What follows belongs to an exercise in optimizing a design on an open flow for small area; a production flow would make more cautious choices. The RTL was checked by simulation tests, not by an equivalence proof against the original design. Power and IR drop assume default switching activity.

==> flow/design.v (excerpt) <==
module regfile_sb #(
  parameter int unsigned XLEN     = 32,
  parameter int unsigned NREG     = 32,
  parameter int unsigned SP_IDX   = 2,
  parameter logic [31:0] SP_RESET = 32'h7FFFEFFC,
  parameter bit          BYPASS   = 1'b1,
  localparam int unsigned AW      = $clog2(NREG),
  localparam int unsigned CW      = AW + 1
) (
  input  logic            clk,
  input  logic            rst,
  input  logic [AW-1:0]   A1,
  input  logic [AW-1:0]   A2,
  output logic [XLEN-1:0] RD1,
  output logic [XLEN-1:0] RD2,
  input  logic            WE,
  input  logic [AW-1:0]   A3,
  input  logic [XLEN-1:0] WD3,
  input  logic            ISS_V,
  input  logic [AW-1:0]   ISS_RD,
  output logic            BUSY1,
  output logic            BUSY2,
  output logic            HAZARD,
  output logic [CW-1:0]   PEND_CNT
);
Size: ~3600 cells after synthesis.
export LEC_CHECK = 0
export CAP_MARGIN = 20
export CORE_MARGIN = 2
export CORE_UTILIZATION = 40
export SLEW_MARGIN = 20
export SYNTH_HIERARCHICAL = 1
export SYNTH_MINIMUM_KEEP_SIZE = 0
create_clock -name core_clock -period 10.0 [get_ports {clk}]
standard.sh (not shown) runs the stock make flow with config.mk's settings and CLKGATE_MAP_FILE= SYNTH_SCRIPT=/design/flow/synth_recipe.tcl, a recipe that flattens the netlist after the stock synthesis.
==> flow/flow/run.sh <==
#!/bin/bash
# Own layout flow: the standard ORFS flow (standard.sh) with a few extra
# ORFS settings from flow/extra.mk (port buffer cell, clock tree options).
# Each tool's output goes to the ORFS logs under orfs/logs; make's own output
# goes to flow_make.log in the work folder.
set -euo pipefail
W=$PWD
cp config.mk own_config.mk
cat flow/extra.mk >> own_config.mk
sed "s#DESIGN_CONFIG=[^ ]*#DESIGN_CONFIG=$W/own_config.mk#" standard.sh > own_standard.sh
grep -q "DESIGN_CONFIG=$W/own_config.mk" own_standard.sh
bash own_standard.sh > flow_make.log 2>&1
==> flow/flow/extra.mk <==
export BUFFER_PORTS_ARGS = -buffer_cell sky130_fd_sc_hd__buf_1
export CTS_ARGS = -sink_clustering_enable -repair_clock_nets -dont_use_dummy_load -buf_list {sky130_fd_sc_hd__clkbuf_4} -root_buf sky130_fd_sc_hd__clkbuf_16 -sink_clustering_size 10 -sink_clustering_max_diameter 50
Change:
--- a/flow/config.mk
+++ b/flow/config.mk
@@ -10 +10 @@
-export CORE_UTILIZATION = 40
+export CORE_UTILIZATION = 55
What happened: Utilization came out higher by 16 points. Non-clock buffer count shrinks by 11. Cell count drops by about 8%. Sequential power stays flat. Setup slack got worse by 0.35 ns. Clock power hardly moves. Via count went up by about 6%. Die area decreases by about 27%. Global-route usage is higher by 16 points.
Change:
==> flow/flow/extra.mk (replaced) <==
export BUFFER_PORTS_ARGS = -buffer_cell sky130_fd_sc_hd__buf_1
export CTS_ARGS = -sink_clustering_enable -repair_clock_nets -dont_use_dummy_load -buf_list {sky130_fd_sc_hd__clkbuf_4} -root_buf sky130_fd_sc_hd__clkbuf_16 -sink_clustering_size 9 -sink_clustering_max_diameter 50
--- a/flow/config.mk
+++ b/flow/config.mk
@@ -10 +10 @@
-export CORE_UTILIZATION = 55
+export CORE_UTILIZATION = 40
=>
- combinational power falls by a few percent
- via count falls by a few percent
- area after synthesis does not change
- setup slack is better by 0.35 ns
- cell count rises by a little under a tenth
Change:
==> flow/flow/extra.mk (replaced) <==
export BUFFER_PORTS_ARGS = -buffer_cell sky130_fd_sc_hd__buf_1
export CTS_ARGS = -sink_clustering_enable -repair_clock_nets -dont_use_dummy_load -buf_list {sky130_fd_sc_hd__clkbuf_4} -root_buf sky130_fd_sc_hd__clkbuf_16 -sink_clustering_size 10 -sink_clustering_max_diameter 50
export RECOVER_POWER = 100
Effect: This time the run finished but failed the layout checks on max-capacitance violations, max-slew violations. Die area is unchanged. Wire length barely changes. Utilization came out lower by 0.29 points. Synthesized area stays the same. Power drops by 0.65%. Global-route usage barely changes. Sequential power barely changes. First-iteration DRC count went down by 2.4%. Combinational power stays flat. Via count is about the same. Worst hold slack barely changes.

==> re-timing with driven ports <==
In the flow no input, the clock included, has a driving cell. The finished layouts below were timed again as built, in two steps. Step 1 assumes that a clkbuf_16 drives the clock port and a buf_2 every other input. Step 2 adds t to the input delays and takes it off the output delays; t is the mean of the earliest and latest rising clock arrival at the registers after step 1. Input paths then give back, and output paths get back, about the clock's delay inside the block. Slacks: no drivers / after step 1 / after step 2; pairs: no drivers / after step 1.
run | shift t [ns] | setup slack, ns | hold slack, ns
the first run | 0.788 | 1.725 / 1.703 / 1.703 | 0.474 / 0.474 / 0.474
the second run | 0.791 | 1.379 / 1.350 / 1.350 | 0.471 / 0.471 / 0.471
the third run | 0.780 | 1.726 / 1.704 / 1.704 | 0.472 / 0.472 / 0.472
the fourth run | 0.796 | 0.883 / 0.861 / 0.861 | 0.475 / 0.475 / 0.475
For the second run, which loses most, drivers alone change the setup slack by -0.029 ns; drivers and shift together by -0.029 ns.
